This is an optimization exercise on Yosys and OpenROAD, whose aim is small area, a short achievable clock period and few clock cycles per item, not a production implementation.
Where RTL was checked, it was by simulation tests only, not by an equivalence proof against the original.
No activity file was given, so power comes from the tool's default toggle rates.

Design ooo_top, start of the top module:
module ooo_top (
   input  wire         clock,
   input  wire         reset,
   input  wire         dispatch_valid,
   input  wire  [2:0]  dispatch_op,
   input  wire  [3:0]  dispatch_rd,
   input  wire  [3:0]  dispatch_rs1,
   input  wire  [3:0]  dispatch_rs2,
   input  wire  [15:0] dispatch_imm,
   output logic        dispatch_ready,
   output logic        commit_valid,
   output logic [3:0]  commit_rd,
   output logic [31:0] commit_value
);
Settings: LEC_CHECK=0, CAP_MARGIN=20, CORE_MARGIN=2, CORE_UTILIZATION=40, CTS_CLUSTER_DIAMETER=80, CTS_CLUSTER_SIZE=30, PLACE_DENSITY=0.5, SETUP_SLACK_MARGIN=5, SLEW_MARGIN=20, TNS_END_PERCENT=0; clock period 8.0 ns.
run.sh (not shown) runs the stock make flow with config.mk's settings and CLKGATE_MAP_FILE= SYNTH_SCRIPT=/design/flow/synth_recipe.tcl, a recipe that flattens the netlist after the stock synthesis.
Rerun with:
--- a/flow/design.v
+++ b/flow/design.v
@@ -1273,23 +1273,22 @@
    logic             stall;
    logic             take;
    logic             uses;
    logic             f_mul;
    logic             f_sub;
    logic             a_d, b_d, a_m, b_m, a_w, b_w;
    logic             ready_next;
    logic [31:0]      rd_a, rd_b;
    logic [15:0]      rd_one, rd_two, rd_neg;
    logic [15:0]      m_one, m_two, m_neg;
    logic [15:0]      w_one, w_two, w_neg;
-   logic [15:0]      e_one, e_two, e_neg;
    logic [15:0]      x_one, x_two, x_neg;
    logic [31:0]      m_row0;
    logic [31:0]      xa, xb, ma;
    logic [32:0]      sum;
    logic [31:0]      row0;
    logic [mid_w-1:0] tree_mid;
    logic [mid_w-1:0] x_mid;
    logic [31:0]      m_s, m_c;
    logic [31:0]      w_next;
    assign m_row0 = m_mid[31:0];
    assign stall = f_valid && uses && d_valid && d_mul && (f_rs1 == d_rd || f_rs2 == d_rd);
@@ -1385,38 +1384,35 @@
    end
    assign xa[15:0]  = d_a_m ? m_row0[15:0] : (d_a_w ? w_val[15:0] : d_a[15:0]);
    assign xa[31:16] = h_a_m ? m_row0[31:16] : (h_a_w ? w_val[31:16] : d_a[31:16]);
    assign xb[15:0]  = d_b_m ? (m_row0[15:0] ^ {16{d_sub}}) :
                       (d_b_w ? (w_val[15:0] ^ {16{d_sub}}) : d_b[15:0]);
    assign xb[31:16] = h_b_m ? (m_row0[31:16] ^ {16{d_sub}}) :
                       (h_b_w ? (w_val[31:16] ^ {16{d_sub}}) : d_b[31:16]);
    assign ma[15:0]  = d_ma_m ? m_row0[15:0] : (d_ma_w ? w_val[15:0] : d_a[15:0]);
    assign ma[31:16] = h_ma_m ? m_row0[31:16] : (h_ma_w ? w_val[31:16] : d_a[31:16]);
    booth_enc i_m_enc (.b(m_row0), .one(m_one), .two(m_two), .neg(m_neg));
    booth_enc i_w_enc (.b(w_val), .one(w_one), .two(w_two), .neg(w_neg));
-   assign e_one = d_one & {16{d_mul}};
-   assign e_two = d_two & {16{d_mul}};
-   assign e_neg = d_neg & {16{d_mul}};
-   assign x_one[7:0]  = d_mb_m ? m_one[7:0] : (d_mb_w ? w_one[7:0] : e_one[7:0]);
-   assign x_two[7:0]  = d_mb_m ? m_two[7:0] : (d_mb_w ? w_two[7:0] : e_two[7:0]);
-   assign x_neg[7:0]  = d_mb_m ? m_neg[7:0] : (d_mb_w ? w_neg[7:0] : e_neg[7:0]);
-   assign x_one[15:8] = h_mb_m ? m_one[15:8] : (h_mb_w ? w_one[15:8] : e_one[15:8]);
-   assign x_two[15:8] = h_mb_m ? m_two[15:8] : (h_mb_w ? w_two[15:8] : e_two[15:8]);
-   assign x_neg[15:8] = h_mb_m ? m_neg[15:8] : (h_mb_w ? w_neg[15:8] : e_neg[15:8]);
+   assign x_one[7:0]  = d_mb_m ? m_one[7:0] : (d_mb_w ? w_one[7:0] : d_one[7:0]);
+   assign x_two[7:0]  = d_mb_m ? m_two[7:0] : (d_mb_w ? w_two[7:0] : d_two[7:0]);
+   assign x_neg[7:0]  = d_mb_m ? m_neg[7:0] : (d_mb_w ? w_neg[7:0] : d_neg[7:0]);
+   assign x_one[15:8] = h_mb_m ? m_one[15:8] : (h_mb_w ? w_one[15:8] : d_one[15:8]);
+   assign x_two[15:8] = h_mb_m ? m_two[15:8] : (h_mb_w ? w_two[15:8] : d_two[15:8]);
+   assign x_neg[15:8] = h_mb_m ? m_neg[15:8] : (h_mb_w ? w_neg[15:8] : d_neg[15:8]);
    assign sum = {xa, 1'b1} + {xb, d_sub};
    mul_tree1 i_mul_tree1 (.a(ma), .one(x_one), .two(x_two), .neg(x_neg), .mid(tree_mid));
    assign row0 = ({32{d_sel_sum}}  & sum[32:1])
                | ({32{d_sel_and}}  & (xa & xb))
                | ({32{d_sel_xor}}  & (xa ^ xb))
-               | tree_mid[31:0];
-   assign x_mid = {tree_mid[mid_w-1:32], row0};
+               | ({32{d_mul}}      & tree_mid[31:0]);
+   assign x_mid = {tree_mid[mid_w-1:32] & {(mid_w-32){d_mul}}, row0};
    always_ff @(posedge clock) begin
       if (reset) begin
          m_valid <= 1'b0;
       end else begin
          m_valid <= d_valid;
       end
       m_mul <= d_mul;
       m_rd  <= d_rd;
       m_mid <= x_mid;
    end
    mul_tree2 i_mul_tree2 (.mid(m_mid), .s(m_s), .c(m_c));
After rerunning: Worst hold slack degrades by 0.018 ns; sequential cell count does not change; critical path depth shrinks by 2; global-route usage shrinks by 0.73 points; synthesized cell count grows by 3.4%; routed wire length shrinks by 0.59%; via count grows by 1.4%; die area grows by 2.3%; sequential share of layout area shrinks by 0.56 points; design area grows by 1.5%; count of clock-buffer cells in the layout shrinks by 3; worst setup slack improves by 0.22 ns.
Testbench counts after the change, summed over its fixed seeds: cycles 16,438, insts 16,000.
For the first run of this note, only the layout was checked, not whether the RTL still works.

ooo_top, a different RTL version from the one above (not shown whole).
Size: roughly 4800 cells after synthesis, ~840 flip-flops.
export LEC_CHECK = 0
export CAP_MARGIN = 20
export CORE_MARGIN = 2
export CORE_UTILIZATION = 40
export CTS_CLUSTER_DIAMETER = 80
export CTS_CLUSTER_SIZE = 25
export PLACE_DENSITY = 0.75
export SETUP_SLACK_MARGIN = 5
export SLEW_MARGIN = 20
export TNS_END_PERCENT = 0
create_clock -name core_clock -period 8.0 [get_ports {clock}]
Testbench counts at the start, summed over its fixed seeds: cycles 16,438, insts 16,000.
Then changed:
--- a/flow/design.v
+++ b/flow/design.v
@@ -1254,14 +1254,15 @@
    logic             d_sel_sum;   
    logic             d_sel_and;
    logic             d_sel_xor;
    logic             d_mul;
    logic [3:0]       d_rd;
    logic [31:0]      d_a;
    logic [31:0]      d_b;         
+   logic [15:0]      d_one, d_two, d_neg;    
    logic             d_a_m, d_b_m, d_a_w, d_b_w;
    logic             d_ma_m, d_mb_m, d_ma_w, d_mb_w;
    logic             h_a_m, h_b_m, h_a_w, h_b_w;
    logic             h_ma_m, h_mb_m, h_ma_w, h_mb_w;
    logic             m_valid;
    logic             m_mul;
    logic [3:0]       m_rd;
@@ -1273,15 +1274,15 @@
    logic             take;
    logic             uses;
    logic             f_mul;
    logic             f_sub;
    logic             a_d, b_d, a_m, b_m, a_w, b_w;
    logic             ready_next;
    logic [31:0]      rd_a, rd_b;
-   logic [15:0]      d_one, d_two, d_neg;
+   logic [15:0]      rd_one, rd_two, rd_neg;
    logic [15:0]      m_one, m_two, m_neg;
    logic [15:0]      w_one, w_two, w_neg;
    logic [15:0]      x_one, x_two, x_neg;
    logic [31:0]      m_row0;
    logic [31:0]      xa, xb, ma;
    logic [32:0]      sum;
    logic [31:0]      row0;
@@ -1329,28 +1330,32 @@
          rd_b = rd_b | ({32{rf_set[r] && f_rs2 == r}} & rf[r]);
       end
       if (a_w) rd_a = w_val;
       if (b_w) rd_b = w_val;
       if (!uses) rd_a = {{16{f_imm[15]}}, f_imm};
       if (!uses) rd_b = '0;
    end
+   booth_enc i_rd_enc (.b(rd_b), .one(rd_one), .two(rd_two), .neg(rd_neg));
    always_ff @(posedge clock) begin
       if (reset) begin
          d_valid <= 1'b0;
       end else begin
          d_valid <= f_valid && !stall;
       end
       d_sub     <= f_sub;
       d_sel_sum <= !(f_op == op_and || f_op == op_xor || f_mul);
       d_sel_and <= (f_op == op_and);
       d_sel_xor <= (f_op == op_xor);
       d_mul     <= f_mul;
       d_rd      <= f_rd;
       d_a       <= rd_a;
       d_b       <= rd_b ^ {32{f_sub}};
+      d_one     <= rd_one;
+      d_two     <= rd_two;
+      d_neg     <= rd_neg;
       d_a_m     <= !f_mul && a_d;
       d_b_m     <= !f_mul && b_d;
       d_a_w     <= !f_mul && !a_d && a_m;
       d_b_w     <= !f_mul && !b_d && b_m;
       d_ma_m    <= f_mul && a_d;
       d_mb_m    <= f_mul && b_d;
       d_ma_w    <= f_mul && !a_d && a_m;
@@ -1383,15 +1388,14 @@
                       (d_b_w ? (w_val[15:0] ^ {16{d_sub}}) : d_b[15:0]);
    assign xb[31:16] = h_b_m ? (m_row0[31:16] ^ {16{d_sub}}) :
                       (h_b_w ? (w_val[31:16] ^ {16{d_sub}}) : d_b[31:16]);
    assign ma[15:0]  = d_ma_m ? m_row0[15:0] : (d_ma_w ? w_val[15:0] : d_a[15:0]);
    assign ma[31:16] = h_ma_m ? m_row0[31:16] : (h_ma_w ? w_val[31:16] : d_a[31:16]);
    booth_enc i_m_enc (.b(m_row0), .one(m_one), .two(m_two), .neg(m_neg));
    booth_enc i_w_enc (.b(w_val), .one(w_one), .two(w_two), .neg(w_neg));
-   booth_enc i_d_enc (.b(d_b), .one(d_one), .two(d_two), .neg(d_neg));
    assign x_one[7:0]  = d_mb_m ? m_one[7:0] : (d_mb_w ? w_one[7:0] : d_one[7:0]);
    assign x_two[7:0]  = d_mb_m ? m_two[7:0] : (d_mb_w ? w_two[7:0] : d_two[7:0]);
    assign x_neg[7:0]  = d_mb_m ? m_neg[7:0] : (d_mb_w ? w_neg[7:0] : d_neg[7:0]);
    assign x_one[15:8] = h_mb_m ? m_one[15:8] : (h_mb_w ? w_one[15:8] : d_one[15:8]);
    assign x_two[15:8] = h_mb_m ? m_two[15:8] : (h_mb_w ? w_two[15:8] : d_two[15:8]);
    assign x_neg[15:8] = h_mb_m ? m_neg[15:8] : (h_mb_w ? w_neg[15:8] : d_neg[15:8]);
    assign sum = {xa, 1'b1} + {xb, d_sub};
Result:
- combinational power fell by well over a third
- routed wire length rose by a few percent
- count of clock-buffer cells in the layout climbs by 6
- synthesized area came out higher by a few percent
- non-clock buffer count came out lower by 3
- flip-flop and latch count is higher by 48
- die area goes up by a few percent
- worst setup slack got worse by 0.061 ns
- clock power came out higher by a few percent
- sequential power fell slightly
- first-iteration DRC count is lower slightly
- design area climbs by a few percent
- fmax fell slightly
Testbench counts after the change, summed over its fixed seeds: cycles 16,438, insts 16,000.

[port drivers added, routing unchanged]
The flow's constraints put no driver on any port. The routed layouts listed below were extracted and timed again, unchanged, in two steps. Step 1: set_driving_cell puts a clkbuf_16 on clock and a buf_2 on each other input, an assumption about the parent block. Step 2 adds t to the input delays and takes it off the output delays; t is the mean of the earliest and latest rising clock arrival at the registers after step 1. Input paths then give back, and output paths get back, about the clock's delay inside the block. Three values: ideal ports, drivers, drivers and shift; two values: the first two.
| run | t (ns) | setup slack, ns | hold slack, ns | clock arrival spread, ns |
|---|---|---|---|---|
| the first run of note 1 | 0.803 | 3.891 / 3.891 / 3.891 | 0.396 / 0.396 / 0.396 | 0.065 / 0.064 |
| the second run of note 1 | 0.762 | 4.112 / 4.112 / 4.112 | 0.378 / 0.378 / 0.378 | 0.075 / 0.075 |
| the first run of note 2 | 0.729 | 4.282 / 4.282 / 4.282 | 0.350 / 0.350 / 0.350 | 0.068 / 0.068 |
| the second run of note 2 | 0.742 | 4.221 / 4.221 / 4.221 | 0.381 / 0.381 / 0.381 | 0.054 / 0.053 |
After both steps every run listed still meets setup and hold.
